Source: an optimization exercise on an open RTL-to-GDS flow (aim: small area). Production flows keep margins and buffers that such runs may drop. RTL that was checked went through simulation tests only; none was proved equivalent to the original. Power figures rest on the tool's default switching activity, not on a simulated workload.

==> inputs of ember <==
==> flow/design.v <==
package dmaPkg;
  typedef logic [$clog2(4)-1:0] channel_t;
  typedef logic [4-1:0] channelMask_t;
  typedef logic [7:0] regByte_t;
  typedef logic [3:0] regAddr_t;
  typedef logic [16-1:0] addrWord_t;
  typedef logic [16-1:0] countWord_t;
endpackage
module dmaController (
  input  logic dma_if,
  input  logic rst,
  input  logic cs,
  input  logic wr,
  input  logic rd,
  input  dmaPkg::regAddr_t regAddr,
  input  dmaPkg::regByte_t wrData,
  output dmaPkg::regByte_t rdData,
  input  dmaPkg::channelMask_t dreq,
  output logic memValid,
  output dmaPkg::addrWord_t memAddr,
  output dmaPkg::channel_t memChannel,
  output logic memTc,
  input  logic memCredit
);
  logic [3:0][15:0] addrBase, addrCur, countBase, countCur;
  logic [3:0] maskReg, softReq, autoInit, downReg, tcStatus;
  logic bytePtr;
  logic [2:0] owed;   
  logic writeEn, clear, ctrAccess, ctrWrite;
  assign writeEn = cs && wr;
  assign clear = rst || (writeEn && regAddr == 4'd13);
  assign ctrAccess = cs && (wr || rd) && !regAddr[3];
  assign ctrWrite = writeEn && !regAddr[3];
  logic [3:0] request;
  logic [1:0] winner;
  logic anyRequest, grant;
  assign request = (dreq | softReq) & ~maskReg;
  assign anyRequest = |request && !(writeEn && regAddr == 4'd13);
  assign winner = request[0] ? 2'd0 : request[1] ? 2'd1 : request[2] ? 2'd2 : 2'd3;
  assign grant = anyRequest && !owed[2];
  logic [15:0] addrNow, countNow, addrNext, countNext, addrStep, countStep;
  logic terminal;
  logic [3:0] winHot;
  assign winHot = request & ~(request << 1) & ~(request << 2) & ~(request << 3);
  always_comb
  begin
    addrNow = '0;
    countNow = '0;
    for (int i = 0; i < 4; i++)
    begin
      addrNow |= addrCur[i] & {16{winHot[i]}};
      countNow |= countCur[i] & {16{winHot[i]}};
    end
  end
  logic down, reloadMode;
  assign down = |(downReg & winHot);
  assign reloadMode = |(autoInit & winHot);
  logic [15:0] addrProp;
  logic [16:0] addrCarry;
  logic [4:0] addrGroupCarry;
  assign addrProp = addrNow ^ {16{down}};
  assign addrGroupCarry[0] = 1'b1;
  for (genvar g = 0; g < 4; g++)
  begin : g_incGroup
    assign addrGroupCarry[g+1] = addrGroupCarry[g] && &addrProp[4*g +: 4];
    assign addrCarry[4*g] = addrGroupCarry[g];
    for (genvar k = 1; k < 4; k++)
    begin : g_bit
      assign addrCarry[4*g+k] = addrCarry[4*g+k-1] && addrProp[4*g+k-1];
    end
  end
  assign addrStep = addrNow ^ addrCarry[15:0];
  logic [15:0] countZero;
  logic [16:0] countBorrow;
  logic [4:0] countGroupBorrow;
  assign countZero = ~countNow;
  assign countGroupBorrow[0] = 1'b1;
  for (genvar g = 0; g < 4; g++)
  begin : g_decGroup
    assign countGroupBorrow[g+1] = countGroupBorrow[g] && &countZero[4*g +: 4];
    assign countBorrow[4*g] = countGroupBorrow[g];
    for (genvar k = 1; k < 4; k++)
    begin : g_bit
      assign countBorrow[4*g+k] = countBorrow[4*g+k-1] && countZero[4*g+k-1];
    end
  end
  assign countStep = countNow ^ countBorrow[15:0];
  assign terminal = countNow == 16'd0;
  logic reload;
  assign reload = terminal && reloadMode;
  assign addrNext = terminal ? 16'd0 : addrStep;
  assign countNext = terminal ? 16'd0 : countStep;
  logic [15:0] addrStepVal, countStepVal;
  assign addrStepVal = addrStep;
  assign countStepVal = countStep;
  for (genvar i = 0; i < 4; i++)
  begin : g_ch
    logic sel, step;
    logic [1:0] aLd, cLd, aStep, cStep, aHold, cHold, aBHold, cBHold, aRe, cRe;
    assign sel = ctrWrite && regAddr[2:1] == 2'(i) && !clear;
    assign step = grant && winner == 2'(i) && !clear;
    assign aLd = {sel && !regAddr[0] && bytePtr, sel && !regAddr[0] && !bytePtr};
    assign cLd = {sel && regAddr[0] && bytePtr, sel && regAddr[0] && !bytePtr};
    assign aStep = {2{step && !(sel && !regAddr[0]) && !terminal}};
    assign cStep = {2{step && !(sel && regAddr[0]) && !terminal}};
    assign aRe = {2{step && !(sel && !regAddr[0]) && reload}};
    assign cRe = {2{step && !(sel && regAddr[0]) && reload}};
    assign aHold = ~(aLd | {2{step && !(sel && !regAddr[0])}}) & {2{!clear}};
    assign cHold = ~(cLd | {2{step && !(sel && regAddr[0])}}) & {2{!clear}};
    assign aBHold = ~aLd & {2{!clear}};
    assign cBHold = ~cLd & {2{!clear}};
    logic [1:0] aFromBase, cFromBase;
    assign aFromBase = aLd | aRe;
    assign cFromBase = cLd | cRe;
    for (genvar b = 0; b < 2; b++)
    begin : g_byte
      logic [7:0] aBaseNext, cBaseNext;
      assign aBaseNext = ({8{aLd[b]}} & wrData) | ({8{aBHold[b]}} & addrBase[i][8*b +: 8]);
      assign cBaseNext = ({8{cLd[b]}} & wrData) | ({8{cBHold[b]}} & countBase[i][8*b +: 8]);
      always_ff @(posedge dma_if)
      begin
        addrBase[i][8*b +: 8] <= aBaseNext;
        countBase[i][8*b +: 8] <= cBaseNext;
        addrCur[i][8*b +: 8] <= ({8{aFromBase[b]}} & aBaseNext) | ({8{aStep[b]}} & addrStepVal[8*b +: 8])
                              | ({8{aHold[b]}} & addrCur[i][8*b +: 8]);
        countCur[i][8*b +: 8] <= ({8{cFromBase[b]}} & cBaseNext) | ({8{cStep[b]}} & countStepVal[8*b +: 8])
                              | ({8{cHold[b]}} & countCur[i][8*b +: 8]);
      end
    end
  end
  always_ff @(posedge dma_if)
  begin
    if (clear || (writeEn && regAddr == 4'd12))
      bytePtr <= 1'b0;
    else if (ctrAccess)
      bytePtr <= !bytePtr;
  end
  always_ff @(posedge dma_if)
  begin
    if (rst)
    begin
      autoInit <= '0;
      downReg <= '0;
    end
    else if (writeEn && regAddr == 4'd11)
    begin
      autoInit[wrData[1:0]] <= wrData[4];
      downReg[wrData[1:0]] <= wrData[5];
    end
  end
  always_ff @(posedge dma_if)
  begin
    if (clear)
    begin
      maskReg <= '1;
      softReq <= '0;
      tcStatus <= '0;
    end
    else
    begin
      if (writeEn)
      begin
        case (regAddr)
          4'd9: softReq[wrData[1:0]] <= wrData[2];
          4'd10: maskReg[wrData[1:0]] <= wrData[2];
          4'd14: maskReg <= '0;
          4'd15: maskReg <= wrData[3:0];
          default: ;
        endcase
      end
      if (cs && rd && regAddr == 4'd8)
        tcStatus <= '0;
      if (grant && terminal)
      begin
        tcStatus[winner] <= 1'b1;
        softReq[winner] <= 1'b0;
        if (!autoInit[winner])
          maskReg[winner] <= 1'b1;
      end
    end
  end
  always_ff @(posedge dma_if)
  begin
    if (rst)
      owed <= '0;
    else
      owed <= owed + 3'(grant) - 3'(memCredit);
  end
  always_ff @(posedge dma_if)
  begin
    memValid <= grant && !rst;
    memAddr <= addrNow;
    memChannel <= winner;
    memTc <= terminal;
  end
  logic [15:0] readWord;
  assign readWord = regAddr[0] ? countCur[regAddr[2:1]] : addrCur[regAddr[2:1]];
  always_ff @(posedge dma_if)
  begin
    if (!regAddr[3])
      rdData <= bytePtr ? readWord[15:8] : readWord[7:0];
    else if (regAddr[2:0] == 3'd0)
      rdData <= {dreq | softReq, tcStatus};
    else
      rdData <= '0;
  end
endmodule
==> flow/flow/run.sh <==
#!/bin/bash
# Standard layout with an area-oriented ABC mapping in place of the speed script, small port
# buffers, and a clock tree of clkbuf_8 without dummy loads.
# The synthesis script is synth_recipe.tcl with only the abc command's -script argument replaced.
set -uo pipefail
W=$(pwd)
{
  cat <<EOF
proc abc {args} {
  set i [lsearch -exact \$args -script]
  if { \$i >= 0 } { set args [lreplace \$args [expr {\$i + 1}] [expr {\$i + 1}] $W/flow/area.abc] }
  yosys abc {*}\$args
}
EOF
  cat "$W/synth_recipe.tcl"
} > "$W/area_synth.tcl"
bash "$W/standard.sh" SYNTH_SCRIPT="$W/area_synth.tcl" \
  "BUFFER_PORTS_ARGS=-buffer_cell sky130_fd_sc_hd__buf_2" \
  "CTS_ARGS=-sink_clustering_enable -repair_clock_nets -dont_use_dummy_load -buf_list sky130_fd_sc_hd__clkbuf_8 -sink_clustering_size 16 -sink_clustering_max_diameter 60" \
  finish > "$W/standard_make.log" 2>&1
status=$?
cp -f "$W"/orfs/logs/*/dmaController/base/*.log "$W"/ 2>/dev/null
exit $status
==> flow/flow/area.abc <==
&get -n
&st
&dch
&nf -a -R 1000
&put
topo
==> flow/standard.sh <==
#!/bin/bash
# synth_recipe.tcl (not shown) runs the flow's synth.tcl, then flattens the netlist and writes it again
# the make line also repeats each setting of config.mk as NAME=value (left out here)
make -C /OpenROAD-flow-scripts/flow DESIGN_CONFIG=/design/flow/config.mk WORK_HOME=/design/flow/orfs CLKGATE_MAP_FILE= SYNTH_SCRIPT=/design/flow/synth_recipe.tcl "${@:-finish}"
==> flow/config.mk <==
export PLATFORM = sky130hd
export DESIGN_NAME = dmaController
export DESIGN_NICKNAME = dmaController
export VERILOG_FILES = /design/flow/design.v
export SDC_FILE = /design/flow/constraint.sdc
export NUM_CORES = 4
export LEC_CHECK = 0
export CAP_MARGIN = 20
export CORE_MARGIN = 2
export CORE_UTILIZATION = 40
export SLEW_MARGIN = 20
==> flow/constraint.sdc <==
create_clock -name core_clock -period 5.0 [get_ports {dma_if}]
set_input_delay 1.0000 -clock core_clock [delete_from_list [all_inputs] [get_ports {dma_if}]]
set_output_delay 1.0000 -clock core_clock [all_outputs]
set_load 0.01 [all_outputs]
==> inputs of maple, as changes to ember <==
==> flow/design.v, changed modules only <==
module dmaController (
  input  logic dma_if,
  input  logic rst,
  input  logic cs,
  input  logic wr,
  input  logic rd,
  input  dmaPkg::regAddr_t regAddr,
  input  dmaPkg::regByte_t wrData,
  output dmaPkg::regByte_t rdData,
  input  dmaPkg::channelMask_t dreq,
  output logic memValid,
  output dmaPkg::addrWord_t memAddr,
  output dmaPkg::channel_t memChannel,
  output logic memTc,
  input  logic memCredit
);
  logic [3:0][15:0] addrBase, addrCur, countBase, countCur;
  logic [3:0] maskReg, softReq, autoInit, downReg, tcStatus;
  logic bytePtr;
  logic [2:0] owed;   
  logic writeEn, clear, ctrAccess, ctrWrite;
  assign writeEn = cs && wr;
  assign clear = rst || (writeEn && regAddr == 4'd13);
  assign ctrAccess = cs && (wr || rd) && !regAddr[3];
  assign ctrWrite = writeEn && !regAddr[3];
  logic [3:0] request;
  logic [1:0] winner;
  logic anyRequest, grant;
  assign request = (dreq | softReq) & ~maskReg;
  assign anyRequest = |request && !(writeEn && regAddr == 4'd13);
  assign winner = request[0] ? 2'd0 : request[1] ? 2'd1 : request[2] ? 2'd2 : 2'd3;
  assign grant = anyRequest && !owed[2];
  logic [15:0] addrNow, countNow, addrNext, countNext, addrStep, countStep;
  logic terminal;
  logic [3:0] winHot;
  assign winHot = request & ~(request << 1) & ~(request << 2) & ~(request << 3);
  always_comb
  begin
    addrNow = '0;
    countNow = '0;
    for (int i = 0; i < 4; i++)
    begin
      addrNow |= addrCur[i] & {16{winHot[i]}};
      countNow |= countCur[i] & {16{winHot[i]}};
    end
  end
  logic down;
  logic [16:0] addrCarry;
  assign down = downReg[winner];
  assign addrCarry[0] = 1'b1;
  for (genvar k = 0; k < 16; k++)
  begin : g_inc
    assign addrCarry[k+1] = addrCarry[k] && (addrNow[k] ^ down);
    assign addrStep[k] = addrNow[k] ^ addrCarry[k];
  end
  logic [16:0] countBorrow;
  assign countBorrow[0] = 1'b1;
  for (genvar k = 0; k < 16; k++)
  begin : g_dec
    assign countBorrow[k+1] = countBorrow[k] && !countNow[k];
    assign countStep[k] = countNow[k] ^ countBorrow[k];
  end
  assign terminal = countBorrow[16];
  logic reload;
  assign reload = terminal && autoInit[winner];
  assign addrNext = terminal ? 16'd0 : addrStep;
  assign countNext = terminal ? 16'd0 : countStep;
  logic [15:0] addrStepVal, countStepVal;
  logic [15:0] addrBaseNow, countBaseNow;
  always_comb
  begin
    addrBaseNow = '0;
    countBaseNow = '0;
    for (int i = 0; i < 4; i++)
    begin
      addrBaseNow |= addrBase[i] & {16{winHot[i]}};
      countBaseNow |= countBase[i] & {16{winHot[i]}};
    end
  end
  assign addrStepVal = reload ? addrBaseNow : addrNext;
  assign countStepVal = reload ? countBaseNow : countNext;
  for (genvar i = 0; i < 4; i++)
  begin : g_ch
    logic sel, step;
    logic [1:0] aLd, cLd, aStep, cStep, aHold, cHold, aBHold, cBHold;
    assign sel = ctrWrite && regAddr[2:1] == 2'(i) && !clear;
    assign step = grant && winner == 2'(i) && !clear;
    assign aLd = {sel && !regAddr[0] && bytePtr, sel && !regAddr[0] && !bytePtr};
    assign cLd = {sel && regAddr[0] && bytePtr, sel && regAddr[0] && !bytePtr};
    assign aStep = {2{step && !(sel && !regAddr[0])}};
    assign cStep = {2{step && !(sel && regAddr[0])}};
    assign aHold = ~(aLd | aStep) & {2{!clear}};
    assign cHold = ~(cLd | cStep) & {2{!clear}};
    assign aBHold = ~aLd & {2{!clear}};
    assign cBHold = ~cLd & {2{!clear}};
    for (genvar b = 0; b < 2; b++)
    begin : g_byte
      always_ff @(posedge dma_if)
      begin
        addrBase[i][8*b +: 8] <= ({8{aLd[b]}} & wrData) | ({8{aBHold[b]}} & addrBase[i][8*b +: 8]);
        countBase[i][8*b +: 8] <= ({8{cLd[b]}} & wrData) | ({8{cBHold[b]}} & countBase[i][8*b +: 8]);
        addrCur[i][8*b +: 8] <= ({8{aLd[b]}} & wrData) | ({8{aStep[b]}} & addrStepVal[8*b +: 8])
                              | ({8{aHold[b]}} & addrCur[i][8*b +: 8]);
        countCur[i][8*b +: 8] <= ({8{cLd[b]}} & wrData) | ({8{cStep[b]}} & countStepVal[8*b +: 8])
                              | ({8{cHold[b]}} & countCur[i][8*b +: 8]);
      end
    end
  end
  always_ff @(posedge dma_if)
  begin
    if (clear || (writeEn && regAddr == 4'd12))
      bytePtr <= 1'b0;
    else if (ctrAccess)
      bytePtr <= !bytePtr;
  end
  always_ff @(posedge dma_if)
  begin
    if (rst)
    begin
      autoInit <= '0;
      downReg <= '0;
    end
    else if (writeEn && regAddr == 4'd11)
    begin
      autoInit[wrData[1:0]] <= wrData[4];
      downReg[wrData[1:0]] <= wrData[5];
    end
  end
  always_ff @(posedge dma_if)
  begin
    if (clear)
    begin
      maskReg <= '1;
      softReq <= '0;
      tcStatus <= '0;
    end
    else
    begin
      if (writeEn)
      begin
        case (regAddr)
          4'd9: softReq[wrData[1:0]] <= wrData[2];
          4'd10: maskReg[wrData[1:0]] <= wrData[2];
          4'd14: maskReg <= '0;
          4'd15: maskReg <= wrData[3:0];
          default: ;
        endcase
      end
      if (cs && rd && regAddr == 4'd8)
        tcStatus <= '0;
      if (grant && terminal)
      begin
        tcStatus[winner] <= 1'b1;
        softReq[winner] <= 1'b0;
        if (!autoInit[winner])
          maskReg[winner] <= 1'b1;
      end
    end
  end
  always_ff @(posedge dma_if)
  begin
    if (rst)
      owed <= '0;
    else
      owed <= owed + 3'(grant) - 3'(memCredit);
  end
  always_ff @(posedge dma_if)
  begin
    memValid <= grant && !rst;
    memAddr <= addrNow;
    memChannel <= winner;
    memTc <= terminal;
  end
  logic [15:0] readWord;
  assign readWord = regAddr[0] ? countCur[regAddr[2:1]] : addrCur[regAddr[2:1]];
  always_ff @(posedge dma_if)
  begin
    if (!regAddr[3])
      rdData <= bytePtr ? readWord[15:8] : readWord[7:0];
    else if (regAddr[2:0] == 3'd0)
      rdData <= {dreq | softReq, tcStatus};
    else
      rdData <= '0;
  end
endmodule
==> flow/run.sh (new file) <==
#!/bin/bash
# synth_recipe.tcl (not shown) runs the flow's synth.tcl, then flattens the netlist and writes it again
# the make line also repeats each setting of config.mk as NAME=value (left out here)
make -C /OpenROAD-flow-scripts/flow DESIGN_CONFIG=/design/flow/config.mk WORK_HOME=/design/flow/orfs CLKGATE_MAP_FILE= SYNTH_SCRIPT=/design/flow/synth_recipe.tcl finish
Settings changed: GPL_TIMING_DRIVEN from default to 0.
removed: flow/flow/run.sh
removed: flow/flow/area.abc
removed: flow/standard.sh
==> inputs of quartz, as changes to ember <==
==> flow/design.v, changed modules only <==
module dmaController (
  input  logic dma_if,
  input  logic rst,
  input  logic cs,
  input  logic wr,
  input  logic rd,
  input  dmaPkg::regAddr_t regAddr,
  input  dmaPkg::regByte_t wrData,
  output dmaPkg::regByte_t rdData,
  input  dmaPkg::channelMask_t dreq,
  output logic memValid,
  output dmaPkg::addrWord_t memAddr,
  output dmaPkg::channel_t memChannel,
  output logic memTc,
  input  logic memCredit
);
  logic [3:0][15:0] addrBase, addrCur, countBase, countCur;
  logic [3:0] maskReg, softReq, autoInit, downReg, tcStatus;
  logic bytePtr;
  logic [2:0] owed;   
  logic writeEn, clear, ctrAccess, ctrWrite;
  assign writeEn = cs && wr;
  assign clear = rst || (writeEn && regAddr == 4'd13);
  assign ctrAccess = cs && (wr || rd) && !regAddr[3];
  assign ctrWrite = writeEn && !regAddr[3];
  logic [3:0] request;
  logic [1:0] winner;
  logic anyRequest, grant;
  assign request = (dreq | softReq) & ~maskReg;
  assign anyRequest = |request && !(writeEn && regAddr == 4'd13);
  assign winner = request[0] ? 2'd0 : request[1] ? 2'd1 : request[2] ? 2'd2 : 2'd3;
  assign grant = anyRequest && !owed[2];
  logic [15:0] addrNow, countNow, addrNext, countNext, addrStep, countStep;
  logic terminal;
  logic [3:0] winHot;
  assign winHot = request & ~(request << 1) & ~(request << 2) & ~(request << 3);
  always_comb
  begin
    addrNow = '0;
    countNow = '0;
    for (int i = 0; i < 4; i++)
    begin
      addrNow |= addrCur[i] & {16{winHot[i]}};
      countNow |= countCur[i] & {16{winHot[i]}};
    end
  end
  logic down, reloadMode;
  assign down = |(downReg & winHot);
  assign reloadMode = |(autoInit & winHot);
  logic [15:0] addrProp;
  logic [16:0] addrCarry;
  logic [4:0] addrGroupCarry;
  assign addrProp = addrNow ^ {16{down}};
  assign addrGroupCarry[0] = 1'b1;
  for (genvar g = 0; g < 4; g++)
  begin : g_incGroup
    assign addrGroupCarry[g+1] = addrGroupCarry[g] && &addrProp[4*g +: 4];
    assign addrCarry[4*g] = addrGroupCarry[g];
    for (genvar k = 1; k < 4; k++)
    begin : g_bit
      assign addrCarry[4*g+k] = addrCarry[4*g+k-1] && addrProp[4*g+k-1];
    end
  end
  assign addrStep = addrNow ^ addrCarry[15:0];
  logic [15:0] countZero;
  logic [16:0] countBorrow;
  logic [4:0] countGroupBorrow;
  assign countZero = ~countNow;
  assign countGroupBorrow[0] = 1'b1;
  for (genvar g = 0; g < 4; g++)
  begin : g_decGroup
    assign countGroupBorrow[g+1] = countGroupBorrow[g] && &countZero[4*g +: 4];
    assign countBorrow[4*g] = countGroupBorrow[g];
    for (genvar k = 1; k < 4; k++)
    begin : g_bit
      assign countBorrow[4*g+k] = countBorrow[4*g+k-1] && countZero[4*g+k-1];
    end
  end
  assign countStep = countNow ^ countBorrow[15:0];
  assign terminal = countNow == 16'd0;
  logic reload;
  assign reload = terminal && reloadMode;
  assign addrNext = terminal ? 16'd0 : addrStep;
  assign countNext = terminal ? 16'd0 : countStep;
  logic [15:0] addrStepVal, countStepVal;
  logic [15:0] addrBaseNow, countBaseNow;
  always_comb
  begin
    addrBaseNow = '0;
    countBaseNow = '0;
    for (int i = 0; i < 4; i++)
    begin
      addrBaseNow |= addrBase[i] & {16{winHot[i]}};
      countBaseNow |= countBase[i] & {16{winHot[i]}};
    end
  end
  assign addrStepVal = reload ? addrBaseNow : addrNext;
  assign countStepVal = reload ? countBaseNow : countNext;
  for (genvar i = 0; i < 4; i++)
  begin : g_ch
    logic sel, step;
    logic [1:0] aLd, cLd, aStep, cStep, aHold, cHold, aBHold, cBHold;
    assign sel = ctrWrite && regAddr[2:1] == 2'(i) && !clear;
    assign step = grant && winner == 2'(i) && !clear;
    assign aLd = {sel && !regAddr[0] && bytePtr, sel && !regAddr[0] && !bytePtr};
    assign cLd = {sel && regAddr[0] && bytePtr, sel && regAddr[0] && !bytePtr};
    assign aStep = {2{step && !(sel && !regAddr[0])}};
    assign cStep = {2{step && !(sel && regAddr[0])}};
    assign aHold = ~(aLd | aStep) & {2{!clear}};
    assign cHold = ~(cLd | cStep) & {2{!clear}};
    assign aBHold = ~aLd & {2{!clear}};
    assign cBHold = ~cLd & {2{!clear}};
    for (genvar b = 0; b < 2; b++)
    begin : g_byte
      always_ff @(posedge dma_if)
      begin
        addrBase[i][8*b +: 8] <= ({8{aLd[b]}} & wrData) | ({8{aBHold[b]}} & addrBase[i][8*b +: 8]);
        countBase[i][8*b +: 8] <= ({8{cLd[b]}} & wrData) | ({8{cBHold[b]}} & countBase[i][8*b +: 8]);
        addrCur[i][8*b +: 8] <= ({8{aLd[b]}} & wrData) | ({8{aStep[b]}} & addrStepVal[8*b +: 8])
                              | ({8{aHold[b]}} & addrCur[i][8*b +: 8]);
        countCur[i][8*b +: 8] <= ({8{cLd[b]}} & wrData) | ({8{cStep[b]}} & countStepVal[8*b +: 8])
                              | ({8{cHold[b]}} & countCur[i][8*b +: 8]);
      end
    end
  end
  always_ff @(posedge dma_if)
  begin
    if (clear || (writeEn && regAddr == 4'd12))
      bytePtr <= 1'b0;
    else if (ctrAccess)
      bytePtr <= !bytePtr;
  end
  always_ff @(posedge dma_if)
  begin
    if (rst)
    begin
      autoInit <= '0;
      downReg <= '0;
    end
    else if (writeEn && regAddr == 4'd11)
    begin
      autoInit[wrData[1:0]] <= wrData[4];
      downReg[wrData[1:0]] <= wrData[5];
    end
  end
  always_ff @(posedge dma_if)
  begin
    if (clear)
    begin
      maskReg <= '1;
      softReq <= '0;
      tcStatus <= '0;
    end
    else
    begin
      if (writeEn)
      begin
        case (regAddr)
          4'd9: softReq[wrData[1:0]] <= wrData[2];
          4'd10: maskReg[wrData[1:0]] <= wrData[2];
          4'd14: maskReg <= '0;
          4'd15: maskReg <= wrData[3:0];
          default: ;
        endcase
      end
      if (cs && rd && regAddr == 4'd8)
        tcStatus <= '0;
      if (grant && terminal)
      begin
        tcStatus[winner] <= 1'b1;
        softReq[winner] <= 1'b0;
        if (!autoInit[winner])
          maskReg[winner] <= 1'b1;
      end
    end
  end
  always_ff @(posedge dma_if)
  begin
    if (rst)
      owed <= '0;
    else
      owed <= owed + 3'(grant) - 3'(memCredit);
  end
  always_ff @(posedge dma_if)
  begin
    memValid <= grant && !rst;
    memAddr <= addrNow;
    memChannel <= winner;
    memTc <= terminal;
  end
  logic [15:0] readWord;
  assign readWord = regAddr[0] ? countCur[regAddr[2:1]] : addrCur[regAddr[2:1]];
  always_ff @(posedge dma_if)
  begin
    if (!regAddr[3])
      rdData <= bytePtr ? readWord[15:8] : readWord[7:0];
    else if (regAddr[2:0] == 3'd0)
      rdData <= {dreq | softReq, tcStatus};
    else
      rdData <= '0;
  end
endmodule
==> run notes <==
maple completed, yet does not pass: setup timing. ember finished with timing, DRC and antenna clean. quartz passed the timing, DRC and antenna checks. Between quartz and ember, the lower non-clock buffer count is in ember (gap 5). Count of clock-buffer cells in the layout, lowest first: ember, quartz, maple. The highest clock skew belongs to quartz, the lowest to maple. In sequential power, quartz and ember hardly differ. Critical path depth: maple > quartz > ember. Setup slack, lowest first: maple, ember, quartz. Via count, highest first: maple, quartz, ember. Worst hold slack: maple > quartz > ember.
Function not checked in maple and quartz: the RTL went through the layout flow alone.

[static timing again, ports no longer ideal]
How much do the figures lean on ideal ports? The routed layouts below were timed once more, with nothing changed but the port constraints. Step 1: set_driving_cell puts a clkbuf_16 on dma_if and a buf_2 on each other input, an assumption about the parent block. Step 2 also shifts input and output timing later by t, the mid clock arrival at the registers, as if the neighbouring blocks saw the same clock. a / b / c = ideal / step 1 / step 2; a / b = the first two.
| run | t (ns) | setup slack, ns | latest minus earliest clock arrival (ns) | worst slew at a driven data input, ns |
|---|---|---|---|---|
| ember | 0.629 | 0.486 / 0.516 / -0.112 | 0.059 / 0.059 | 0.03 |
| maple | 0.559 | -0.277 / -0.260 / -0.820 | 0.011 / 0.011 | 0.04 |
| quartz | 0.639 | 0.728 / 0.750 / 0.110 | 0.064 / 0.065 | 0.03 |
Met with ideal ports but missed after step 2: setup timing in ember. For quartz, which loses most, drivers alone change the setup slack by +0.022 ns; drivers and shift together by -0.618 ns.
